Background: an optimization exercise with open tools, aiming at small area, a short achievable clock period and few clock cycles per item. Do not read the settings as production practice. The RTL was checked by simulation tests, not by an equivalence proof against the original design. Power figures rest on the tool's default switching activity, not on a simulated workload.

== v58 ==
// page_frame_replacement_top
module page_frame_replacement_top #(
  parameter int NUM_FRAMES  = pfr_pkg::NUM_FRAMES_DEF,
  parameter int STAMP_WIDTH = pfr_pkg::STAMP_WIDTH_DEF
) (
  input  logic          clk,
  input  logic          rst,
  input  logic          start,
  output logic          busy,
  input  pfr_pkg::cmd_t cmd,
  output logic          done,
  output pfr_pkg::rsp_t rsp,
  input  logic          cfg_valid,
  output logic          cfg_ready,
  input  logic          cfg_data
);
For scale: roughly 1100 cells after synthesis, roughly 0.0092 mm^2 of cells after synthesis.
==> flow/config.mk <==
export PLATFORM = sky130hd
export DESIGN_NAME = page_frame_replacement_top
export DESIGN_NICKNAME = page_frame_replacement_top
export VERILOG_FILES = /design/flow/design.v
export SDC_FILE = /design/flow/constraint.sdc
export NUM_CORES = 4
export LEC_CHECK = 0
export CAP_MARGIN = 20
export CORE_MARGIN = 2
export CORE_UTILIZATION = 40
export SLEW_MARGIN = 20
==> flow/constraint.sdc <==
create_clock -name core_clock -period 5.0 [get_ports {clk}]
set_input_delay 1.0000 -clock core_clock [delete_from_list [all_inputs] [get_ports {clk}]]
set_output_delay 1.0000 -clock core_clock [all_outputs]
set_load 0.01 [all_outputs]
run.sh (not shown) runs the stock make flow with config.mk's settings and CLKGATE_MAP_FILE= SYNTH_SCRIPT=/design/flow/synth_recipe.tcl, a recipe that flattens the netlist after the stock synthesis.
Testbench counts of v58, summed over its fixed seeds: cycles 6,620, requests 6,400.
The following lists how v39 was set up differently from v58:
- SETUP_SLACK_MARGIN: unset -> 1.5
--- outcome ---
The area added between synthesis and finish of v39 exceeds that of v58 by 2.7 points.
For the maximum clock rate, v39 came in 44 MHz higher than v58 did.
On time the worst path needs with I/O delays and setup, v39 does better than v58.
As far as later-pin clock latency in the skew report is concerned, v58 and v39 perform about the same.
On via count, v39 and v58 are basically level.
Looking at delay of the slowest critical-path stage, v39 sits 0.19 ns lower than v58 does.
What v12 does differently from v39 at the input level:
- SETUP_SLACK_MARGIN now 2.5, was 1.5
[summary]
- v12: routability congestion estimate 0.022 above v39
- Cell count: lower on v39
- Cell count along the critical path up 2 in v12 wrt v39
- Per the comparison of v12 with v39, portion of the clock cycle consumed by the worst path in the final layout decreased by 2.7 points relative to the old numbers; cell area moved up; total global-route track usage climbed 6.1 points; area overhead of the layout relative to synthesis rose by 32 points; overall power consumption climbed about 1.1%.
Edits applied to the flow inputs when going from v12 to v54:
- SETUP_SLACK_MARGIN now 2.0, was 2.5
- [v54] sequential share of layout area rose 5.1 points relative to v12
- v54: placed instance area 0.50% below v12
- The run showing the greater buffering overhead is v12.
- Setup slack: higher on v54
- The final area reported for v54 is smaller than that of v12 by about 16%.
- v54 vs. v12: total count of hold-check failures in the final report essentially unchanged, period utilization decreased 5.6 points, total routed wire length on the met1 layer decreased 3.1%, sequential power essentially unchanged.

========
The RTL this note starts from:
==> flow/design.v <==
package pfr_pkg;
  localparam int NUM_FRAMES_DEF  = 16;
  localparam int STAMP_WIDTH_DEF = 32;
  localparam logic [1:0] OP_ALLOC   = 2'd0;
  localparam logic [1:0] OP_TOUCH   = 2'd1;
  localparam logic [1:0] OP_RELEASE = 2'd2;
  localparam logic [2:0] ST_FREE    = 3'd0;
  localparam logic [2:0] ST_EVICT   = 3'd1;
  localparam logic [2:0] ST_TOUCH   = 3'd2;
  localparam logic [2:0] ST_RELEASE = 3'd3;
  localparam logic [2:0] ST_REJECT  = 3'd4;
  typedef struct packed {
    logic [1:0] opcode;
    logic [3:0] frame_index;
    logic       is_write;
  } cmd_t;
  typedef struct packed {
    logic [3:0] result_frame;
    logic [2:0] status;
    logic       victim_dirty;
  } rsp_t;
endpackage
module page_frame_replacement_top #(
  parameter int NUM_FRAMES  = pfr_pkg::NUM_FRAMES_DEF,
  parameter int STAMP_WIDTH = pfr_pkg::STAMP_WIDTH_DEF
) (
  input  logic          clk,
  input  logic          rst,
  input  logic          start,
  output logic          busy,
  input  pfr_pkg::cmd_t cmd,
  output logic          done,
  output pfr_pkg::rsp_t rsp,
  input  logic          cfg_valid,
  output logic          cfg_ready,
  input  logic          cfg_data
);
  localparam int NF = 16;
  localparam logic [1:0] M_PASS0 = 2'd0;   
  localparam logic [1:0] M_PASS1 = 2'd1;   
  localparam logic [1:0] M_PASS2 = 2'd2;   
  localparam logic [1:0] M_PASS3 = 2'd3;   
  logic [NF-1:0] occ_bits;
  logic [NF-1:0] use_bits;
  logic [NF-1:0] dirty_bits;
  logic [3:0]    hand;
  logic          policy;
  logic [3:0]    lst [NF];      
  logic          pv;            
  logic [3:0]    pf;
  logic [NF-1:0] pf_at;         
  logic [NF-1:0] pf_after;      
  logic [3:0]    lru_idx;
  logic          stamp_any;
  logic [3:0]    stamp_idx;
  logic [1:0]    mode;          
  logic          pend;          
  logic          acc;
  logic          req_alloc, is_touch, is_rel;
  logic          clk_ev, any_a, defer, do_alloc;
  logic [NF-1:0] idx_oh;
  logic          idx_occ;
  logic          all_occ;
  logic [NF-1:0] free_oh;
  logic [NF-1:0] lru_oh;
  logic [NF-1:0] clk_oh;
  logic [NF-1:0] vic_oh;
  logic [3:0]    vic_idx, free_idx, clk_idx;
  logic          vic_dirty;
  logic [3:0]    hand_next;
  logic [NF-1:0] hmask;       
  logic [NF-1:0] cand, cand_hi;
  logic [31:0]   dbl, dbl_seen;   
  logic [NF-1:0] clr_use;
  logic [NF-1:0] grant, tch, rel;
  assign pend      = (mode != M_PASS0);
  assign busy      = pend;
  assign cfg_ready = 1'b1;
  always_comb begin
    acc       = start && !pend;
    req_alloc = acc && (cmd.opcode == pfr_pkg::OP_ALLOC);
    is_touch  = acc && (cmd.opcode == pfr_pkg::OP_TOUCH);
    is_rel    = acc && (cmd.opcode == pfr_pkg::OP_RELEASE);
    idx_oh    = NF'(1) << cmd.frame_index;
    idx_occ   = occ_bits[cmd.frame_index];
    all_occ = &occ_bits;
    clk_ev  = all_occ && !policy;
    any_a   = |(~use_bits & ~dirty_bits);
    defer   = req_alloc && clk_ev && !any_a;
    do_alloc = (req_alloc && !defer) || pend;
    for (int i = 0; i < NF; i++) begin
      free_oh[i] = !occ_bits[i];
      for (int k = 0; k < i; k++) begin
        if (!occ_bits[k]) free_oh[i] = 1'b0;
      end
    end
    for (int k = 0; k < NF; k++) pf_at[k] = (lst[k] == pf);
    for (int k = 0; k < NF; k++) begin
      pf_after[k] = 1'b0;
      for (int j = k; j < NF; j++) begin
        if (pf_at[j]) pf_after[k] = 1'b1;
      end
    end
    lru_idx = (pv && pf_at[NF-1]) ? lst[NF-2] : lst[NF-1];
    lru_oh  = NF'(1) << lru_idx;
    for (int i = 0; i < NF; i++) hmask[i] = (4'(i) >= hand);
    unique case (mode)
      M_PASS0: cand = ~use_bits & ~dirty_bits;
      M_PASS1: cand = ~use_bits;
      M_PASS2: cand = ~dirty_bits;
      default: cand = '1;
    endcase
    cand_hi = cand & hmask;
    dbl     = {cand, cand_hi};
    for (int i = 0; i < 32; i++) begin
      dbl_seen[i] = 1'b0;
      for (int k = 0; k <= i; k++) begin
        if (dbl[k]) dbl_seen[i] = 1'b1;
      end
    end
    clk_oh = (cand_hi & ~{dbl_seen[14:0], 1'b0}) | (cand & ~dbl_seen[30:15]);
    hand_next = '0;
    for (int i = 0; i < NF; i++) begin
      if (clk_oh[i]) hand_next = hand_next | 4'(i + 1);
    end
    if (!all_occ)    vic_oh = free_oh;
    else if (policy) vic_oh = lru_oh;
    else             vic_oh = clk_oh;
    free_idx = '0;
    clk_idx  = '0;
    for (int i = 0; i < NF; i++) begin
      if (free_oh[i]) free_idx = free_idx | 4'(i);
      if (clk_oh[i])  clk_idx  = clk_idx | 4'(i);
    end
    if (!all_occ)    vic_idx = free_idx;
    else if (policy) vic_idx = lru_idx;
    else             vic_idx = clk_idx;
    vic_dirty = all_occ && (policy ? dirty_bits[lru_idx] : mode[0]);
    unique case (mode)
      M_PASS0: clr_use = '0;
      M_PASS1: clr_use = (hmask & ~dbl_seen[15:0]) | ~dbl_seen[31:16];
      default: clr_use = '1;
    endcase
    grant = do_alloc ? vic_oh : '0;
    tch   = is_touch ? (idx_oh & occ_bits) : '0;
    rel   = is_rel ? (idx_oh & occ_bits) : '0;
    stamp_any = do_alloc || (is_touch && idx_occ);
    stamp_idx = do_alloc ? vic_idx : cmd.frame_index;
  end
  always_ff @(posedge clk) begin
    if (rst) begin
      occ_bits <= '0;
      hand     <= '0;
      policy   <= 1'b0;
      done     <= 1'b0;
      mode     <= M_PASS0;
    end else begin
      done <= (acc && !defer) || pend;
      if (defer) begin
        if (|(~use_bits))        mode <= M_PASS1;
        else if (|(~dirty_bits)) mode <= M_PASS2;
        else                     mode <= M_PASS3;
      end else begin
        mode <= M_PASS0;
      end
      if (cfg_valid) policy <= cfg_data;
      occ_bits <= grant | (occ_bits & ~rel);
      if (do_alloc && clk_ev) hand <= hand_next;
    end
  end
  always_ff @(posedge clk) begin
    use_bits   <= grant | tch | (use_bits & ~clr_use);
    dirty_bits <= (cmd.is_write ? tch : '0) | (dirty_bits & ~grant);
  end
  always_ff @(posedge clk) begin
    rsp.result_frame <= do_alloc ? vic_idx : cmd.frame_index;
    rsp.victim_dirty <= do_alloc && vic_dirty;
    if (do_alloc)                 rsp.status <= all_occ ? pfr_pkg::ST_EVICT : pfr_pkg::ST_FREE;
    else if (is_touch && idx_occ) rsp.status <= pfr_pkg::ST_TOUCH;
    else if (is_rel && idx_occ)   rsp.status <= pfr_pkg::ST_RELEASE;
    else                          rsp.status <= pfr_pkg::ST_REJECT;
  end
  always_ff @(posedge clk) begin
    if (rst) begin
      pv <= 1'b0;
      for (int k = 0; k < NF; k++) lst[k] <= 4'(k);
    end else begin
      pv <= stamp_any;
      if (pv) begin
        lst[0] <= pf;
        for (int k = 1; k < NF; k++) begin
          if (pf_after[k]) lst[k] <= lst[k-1];
        end
      end
    end
  end
  always_ff @(posedge clk) begin
    pf <= stamp_idx;
  end
endmodule
Settings: LEC_CHECK=0, CAP_MARGIN=20, CORE_MARGIN=2, CORE_UTILIZATION=40, CTS_BUF_LIST=sky130_fd_sc_hd__clkbuf_4 sky130_fd_sc_hd__clkbuf_8, PLACE_DENSITY=0.8, SETUP_SLACK_MARGIN=2.0, SLEW_MARGIN=20, TNS_END_PERCENT=10; clock period 5.0 ns.
Testbench counts at the start, summed over its fixed seeds: cycles 6,620, requests 6,400.
==> next run, changes <==
Settings changed: CTS_CLUSTER_DIAMETER set to 100, CTS_CLUSTER_SIZE set to 30, PLACE_DENSITY 0.8 to not set, TNS_END_PERCENT 10 to not set.
Outcome: The changed run finished clean. Area after synthesis stays the same. Worst setup slack gets better by 0.015 ns. Cell area came out higher by a few percent. Flip-flop and latch count stays the same.
==> next run, changes <==
Settings changed: CTS_CLUSTER_DIAMETER 100 to not set, CTS_CLUSTER_SIZE 30 to not set, SETUP_SLACK_MARGIN 2.0 to 1.7.
After rerunning: The new run finished with timing, DRC and antenna clean. Global-route usage falls by 0.20 points. Routed wire length drops by 1.6%. Via count decreases by about 1.7%. Hold slack degrades by 0.012 ns. Final cell count is lower by 1.3%. Setup slack is worse by 0.15 ns.
==> next run, changes <==
Settings changed: SETUP_SLACK_MARGIN 1.7 to 2.3.
The changed run passed the timing, DRC and antenna checks.
Power is higher by 5.4%.
Register-to-register slack gains 0.27 ns.
Synthesized cell count stays the same.
Cell area increases by 17%.
Clock-buffer cell count is higher by 5.
Clock skew is lower by 0.0057 ns.
Wire length increases by 13%.

==> what the ideal ports hide <==
The results above use ideal ports. As a check the final layouts listed here were re-extracted and re-timed, cells and wires unchanged.
Step 1 assumes that a clkbuf_16 drives the clock port and a buf_2 every other input.
Step 2 adds t to the input delays and takes it off the output delays; t is the mean of the earliest and latest rising clock arrival at the registers after step 1. Input paths then give back, and output paths get back, about the clock's delay inside the block.
Slacks: ideal / step 1 / step 2; pairs: ideal / step 1.
run	t, ns	setup WS [ns]	worst setup path at the end	latest minus earliest clock arrival (ns)	slew at the worst register clock pin (ns)
v58	0.491	0.965 / 0.965 / 0.846	input to register	0.014 / 0.014	0.08 / 0.08
v39	0.490	1.576 / 1.576 / 1.363	input to register	0.016 / 0.016	0.08 / 0.08
v12	0.487	1.711 / 1.711 / 1.711	register to register	0.017 / 0.016	0.09 / 0.09
v54	0.488	1.992 / 1.992 / 1.633	input to register	0.014 / 0.014	0.08 / 0.08
the first run of note 2	0.481	1.874 / 1.874 / 1.578	input to register	0.015 / 0.015	0.09 / 0.09
the second run of note 2	0.486	1.890 / 1.890 / 1.631	input to register	0.019 / 0.019	0.09 / 0.09
the third run of note 2	0.484	1.735 / 1.735 / 1.443	input to register	0.019 / 0.020	0.09 / 0.09
the fourth run of note 2	0.493	2.010 / 2.010 / 1.734	input to register	0.015 / 0.015	0.08 / 0.08
After both steps every run listed still meets setup and hold. The setup slack of v54, which loses most, moves by 0.000 ns with the drivers and by -0.359 ns with both steps.
